Source: an optimization exercise on an open RTL-to-GDS flow (aim: small area). Production flows keep margins and buffers that such runs may drop.
Only simulation tests tie the RTL to the original design; equivalence was not proved.
No activity file was given, so power comes from the tool's default toggle rates.

## rtype_regfile_wb
module rtype_regfile_wb #(
   parameter int N = 32
) (
   input  logic              clk,
   input  logic              rst,
   input  logic              instr_valid,
   output logic              instr_ready,
   input  logic [31:0]       instruction_R,
   output logic [N-1:0]      Read_data1_R,
   output logic [N-1:0]      Read_data2_R,
   output logic              op_valid,
   input  logic [N-1:0]      ALUResult_R,
   output logic              wb_en,
   output logic [4:0]        wb_addr,
   output logic [N-1:0]      wb_data,
   output logic              illegal
);
==> module rf_nor3, before the edit <==
module rf_nor3 #(parameter int W = 1) (
   input  logic [W-1:0] a, b, c,
   output logic [W-1:0] y
);
   assign y = ~(a | b | c);
endmodule
==> module rf_rdport, before the edit <==
module rf_rdport #(parameter int N = 32) (
   input  logic [31:1]       sel,
   input  logic [31:1][N-1:0] r,
   input  logic              hold,
   input  logic [N-1:0]      q,
   output logic [N-1:0]      y
);
   logic [10:0][N-1:0] t;
   logic [N-1:0] u0, u1, u2;
   for (genvar k = 0; k < 10; k++) begin : g_t
      rf_aoi222 #(N) u_t (
         .a1({N{sel[3*k+1]}}), .a2(r[3*k+1]),
         .b1({N{sel[3*k+2]}}), .b2(r[3*k+2]),
         .c1({N{sel[3*k+3]}}), .c2(r[3*k+3]),
         .y(t[k]));
   end
   rf_aoi22 #(N) u_t10 (.a1({N{sel[31]}}), .a2(r[31]), .b1({N{hold}}), .b2(q), .y(t[10]));
   rf_nand4 #(N) u_u0 (.a(t[0]), .b(t[1]), .c(t[2]), .d(t[3]), .y(u0));
   rf_nand4 #(N) u_u1 (.a(t[4]), .b(t[5]), .c(t[6]), .d(t[7]), .y(u1));
   rf_nand3 #(N) u_u2 (.a(t[8]), .b(t[9]), .c(t[10]), .y(u2));
   rf_nor3  #(N) u_y  (.a(u0), .b(u1), .c(u2), .y(y));
endmodule
==> module rtype_regfile_wb, before the edit <==
module rtype_regfile_wb #(
   parameter int N = 32
) (
   input  logic              clk,
   input  logic              rst,
   input  logic              instr_valid,
   output logic              instr_ready,
   input  logic [31:0]       instruction_R,
   output logic [N-1:0]      Read_data1_R,
   output logic [N-1:0]      Read_data2_R,
   output logic              op_valid,
   input  logic [N-1:0]      ALUResult_R,
   output logic              wb_en,
   output logic [4:0]        wb_addr,
   output logic [N-1:0]      wb_data,
   output logic              illegal
);
   localparam logic [6:0] OP_RTYPE = 7'b0110011;
   logic [31:1][N-1:0] regs_q;
   logic [31:1][N-1:0] regs_d;
   logic [31:1]  written_q;
   logic [N-1:0] rd1_q, rd1_d;
   logic [N-1:0] rd2_q, rd2_d;
   logic [N-1:0] wdata_enc;
   logic         phase_q, dec1_q, dec1_d, dec2_q, dec2_d;
   logic         op_valid_q;
   logic         illegal_q;
   logic [4:0]   rd_q;
   logic [4:0]   rs1, rs2, rd;
   logic [6:0]   opcode;
   logic         legal, pend_wr, hazard, ready, accept, load;
   logic [31:1]  we, sel1, sel2;
   assign rs1    = instruction_R[19:15];
   assign rs2    = instruction_R[24:20];
   assign rd     = instruction_R[11:7];
   assign opcode = instruction_R[6:0];
   assign legal  = (opcode == OP_RTYPE);
   assign pend_wr = op_valid_q && (rd_q != 5'd0);
   assign hazard  = instr_valid && pend_wr && ((rs1 == rd_q) || (rs2 == rd_q));
   assign ready   = !rst && !hazard;
   assign accept  = instr_valid && ready;
   assign load    = accept && legal;
   logic [3:0]   pw_lo, pr1_lo, pr2_lo;
   logic [7:0]   pw_hi, pr1_hi, pr2_hi;
   logic [31:1]  nwe, written_d;
   always_comb begin
      for (int k = 0; k < 4; k++) begin
         pw_lo[k]  = op_valid_q && (rd_q[1:0] == 2'(k));
         pr1_lo[k] = load && (rs1[1:0] == 2'(k));
         pr2_lo[k] = load && (rs2[1:0] == 2'(k));
      end
      for (int j = 0; j < 8; j++) begin
         pw_hi[j]  = (rd_q[4:2] == 3'(j));
         pr1_hi[j] = (rs1[4:2] == 3'(j));
         pr2_hi[j] = (rs2[4:2] == 3'(j));
      end
   end
   for (genvar i = 1; i < 32; i++) begin : g_dec
      rf_and2  u_we   (.a(pw_lo[i%4]), .b(pw_hi[i/4]), .y(we[i]));
      rf_nand2 u_nwe  (.a(pw_lo[i%4]), .b(pw_hi[i/4]), .y(nwe[i]));
      rf_and3  u_sel1 (.a(pr1_lo[i%4]), .b(pr1_hi[i/4]), .c(written_q[i]), .y(sel1[i]));
      rf_and3  u_sel2 (.a(pr2_lo[i%4]), .b(pr2_hi[i/4]), .c(written_q[i]), .y(sel2[i]));
      rf_or2   u_wrt  (.a(written_q[i]), .b(we[i]), .y(written_d[i]));
   end
   rf_rdport #(N) u_rd1 (.sel(sel1), .r(regs_q), .hold(!load), .q(rd1_q), .y(rd1_d));
   rf_rdport #(N) u_rd2 (.sel(sel2), .r(regs_q), .hold(!load), .q(rd2_q), .y(rd2_d));
   assign dec1_d = load ? !(phase_q && (|sel1)) : !dec1_q;
   assign dec2_d = load ? !(phase_q && (|sel2)) : !dec2_q;
   assign wdata_enc = ALUResult_R ^ {N{phase_q}};
   for (genvar i = 1; i < 32; i++) begin : g_reg
      rf_oai22 #(N) u_wr (.a1({N{we[i]}}), .a2(regs_q[i]), .b1({N{nwe[i]}}), .b2(wdata_enc),
                          .y(regs_d[i]));
      always_ff @(posedge clk) regs_q[i] <= regs_d[i];
   end
   always_ff @(posedge clk or posedge rst) begin
      if (rst) begin
         written_q  <= '0;
         phase_q    <= 1'b0;
         dec1_q     <= 1'b0;
         dec2_q     <= 1'b0;
         rd1_q      <= '0;
         rd2_q      <= '0;
         rd_q       <= '0;
         op_valid_q <= 1'b0;
         illegal_q  <= 1'b0;
      end else begin
         written_q  <= written_d;
         phase_q    <= !phase_q;
         dec1_q     <= dec1_d;
         dec2_q     <= dec2_d;
         rd1_q      <= rd1_d;
         rd2_q      <= rd2_d;
         if (accept) rd_q <= rd;
         op_valid_q <= accept && legal;
         illegal_q  <= accept && !legal;
      end
   end
   assign instr_ready  = ready;
   assign Read_data1_R = rd1_q ^ {N{dec1_q}};
   assign Read_data2_R = rd2_q ^ {N{dec2_q}};
   assign op_valid     = op_valid_q;
   assign illegal      = illegal_q;
   assign wb_en        = pend_wr;
   assign wb_addr      = op_valid_q ? rd_q : 5'd0;
   assign wb_data      = op_valid_q ? ALUResult_R : '0;
endmodule
Settings: LEC_CHECK=0, CAP_MARGIN=20, CORE_MARGIN=2, CORE_UTILIZATION=55, PLACE_DENSITY=0.75, SLEW_MARGIN=20, SYNTH_HIERARCHICAL=1, SYNTH_MINIMUM_KEEP_SIZE=0; clock period 5.0 ns.
standard.sh (not shown) runs the stock make flow with config.mk's settings and CLKGATE_MAP_FILE= SYNTH_SCRIPT=/design/flow/synth_recipe.tcl, a recipe that flattens the netlist after the stock synthesis.
==> flow/flow/run.sh <==
#!/bin/bash
# Own layout flow: the standard flow (standard.sh) with changes that only affect how the
# layout is built:
#  - after floorplan, combinational cells that synthesis sized up go back to their _1 variant
#    (downsize.tcl); placement's repair sizes up again where a load needs it;
#  - the port buffers are the smallest buffer cell (buf_1) instead of ORFS's default choice;
#  - clock tree synthesis uses clkbuf_4 leaf clusters of at most 8 sinks within 45 um and
#    inserts no dummy loads.
# Each tool's full output goes to ORFS's own logs under orfs/logs; make's output to make.log.
set -euo pipefail
export POST_FLOORPLAN_TCL="$PWD/flow/downsize.tcl"
export BUFFER_PORTS_ARGS="-buffer_cell sky130_fd_sc_hd__buf_1"
export CTS_ARGS="-sink_clustering_enable -repair_clock_nets -dont_use_dummy_load -buf_list sky130_fd_sc_hd__clkbuf_4 -sink_clustering_size 8 -sink_clustering_max_diameter 45"
bash standard.sh > make.log 2>&1
==> flow/flow/downsize.tcl <==
# Swap every combinational cell that synthesis sized up for its _1 variant (same function and
# pins) when that variant is smaller; placement's repair steps then size up again only the
# cells whose loads need it.
set n 0
set db [ord::get_db]
foreach inst [[ord::get_db_block] getInsts] {
  set master [$inst getMaster]
  set m [$master getName]
  if { [regexp {^(sky130_fd_sc_hd__([a-z0-9]+))_([0-9]+)$} $m -> base fn size] } {
    if { $size > 1 && ![string match "df*" $fn] && ![string match "*buf*" $fn] && ![string match "clk*" $fn] } {
      set small [$db findMaster ${base}_1]
      if { $small ne "NULL" && [$small getWidth] < [$master getWidth] } {
        $inst swapMaster $small
        incr n
      }
    }
  }
}
puts "downsize.tcl: swapped $n cells to their smaller _1 variant"
Rerun with:
--- a/flow/design.v
+++ b/flow/design.v
@@ -28,11 +28,11 @@
 );
    assign y = ~(a & b & c);
 endmodule
-module rf_nor3 #(parameter int W = 1) (
+module rf_or3 #(parameter int W = 1) (
    input  logic [W-1:0] a, b, c,
    output logic [W-1:0] y
 );
-   assign y = ~(a | b | c);
+   assign y = a | b | c;
 endmodule
 module rf_and3 #(parameter int W = 1) (
    input  logic [W-1:0] a, b, c,
@@ -78,7 +78,7 @@
    rf_nand4 #(N) u_u0 (.a(t[0]), .b(t[1]), .c(t[2]), .d(t[3]), .y(u0));
    rf_nand4 #(N) u_u1 (.a(t[4]), .b(t[5]), .c(t[6]), .d(t[7]), .y(u1));
    rf_nand3 #(N) u_u2 (.a(t[8]), .b(t[9]), .c(t[10]), .y(u2));
-   rf_nor3  #(N) u_y  (.a(u0), .b(u1), .c(u2), .y(y));
+   rf_or3   #(N) u_y  (.a(u0), .b(u1), .c(u2), .y(y));
 endmodule
 module rtype_regfile_wb #(
    parameter int N = 32
@@ -146,8 +146,8 @@
    end
    rf_rdport #(N) u_rd1 (.sel(sel1), .r(regs_q), .hold(!load), .q(rd1_q), .y(rd1_d));
    rf_rdport #(N) u_rd2 (.sel(sel2), .r(regs_q), .hold(!load), .q(rd2_q), .y(rd2_d));
-   assign dec1_d = load ? !(phase_q && (|sel1)) : !dec1_q;
-   assign dec2_d = load ? !(phase_q && (|sel2)) : !dec2_q;
+   assign dec1_d = load ? (phase_q && (|sel1)) : dec1_q;
+   assign dec2_d = load ? (phase_q && (|sel2)) : dec2_q;
    assign wdata_enc = ALUResult_R ^ {N{phase_q}};
    for (genvar i = 1; i < 32; i++) begin : g_reg
       rf_oai22 #(N) u_wr (.a1({N{we[i]}}), .a2(regs_q[i]), .b1({N{nwe[i]}}), .b2(wdata_enc),
Outcome: Final area climbs by 0.41%. Cell count stays flat. Routed wire length drops by 3.0%. Worst setup slack improved by 93 ps. Clock skew climbs by 19 ps. Non-clock buffer count climbs by 11. Via count drops by 1.7%. Total power drops by 1.4%.

## afterwards: timing with drivers on the ports
How much do the figures lean on ideal ports? The routed layouts below were timed once more, with nothing changed but the port constraints.
Step 1, drivers: a clkbuf_16 drives clk and a buf_2 each remaining input, both assumed.
Step 2 moves the port delays by t, midway between the first and last clock arrival at a register: inputs arrive t later, outputs are due t later. That takes back most of the time a late clock gives input paths.
Three values: ideal, step 1, step 2; two values: the first two.
run | t (ns) | setup WS [ns] | slew at the worst register clock pin (ns)
the first run | 1.131 | 0.604 / 0.604 / -0.215 | 0.11 / 0.11
the second run | 1.139 | 0.696 / 0.696 / 0.037 | 0.11 / 0.11
With both steps, setup timing fails in the first run, where it was met with ideal ports. For the first run, which loses most, drivers alone change the setup slack by 0.000 ns; drivers and shift together by -0.819 ns.
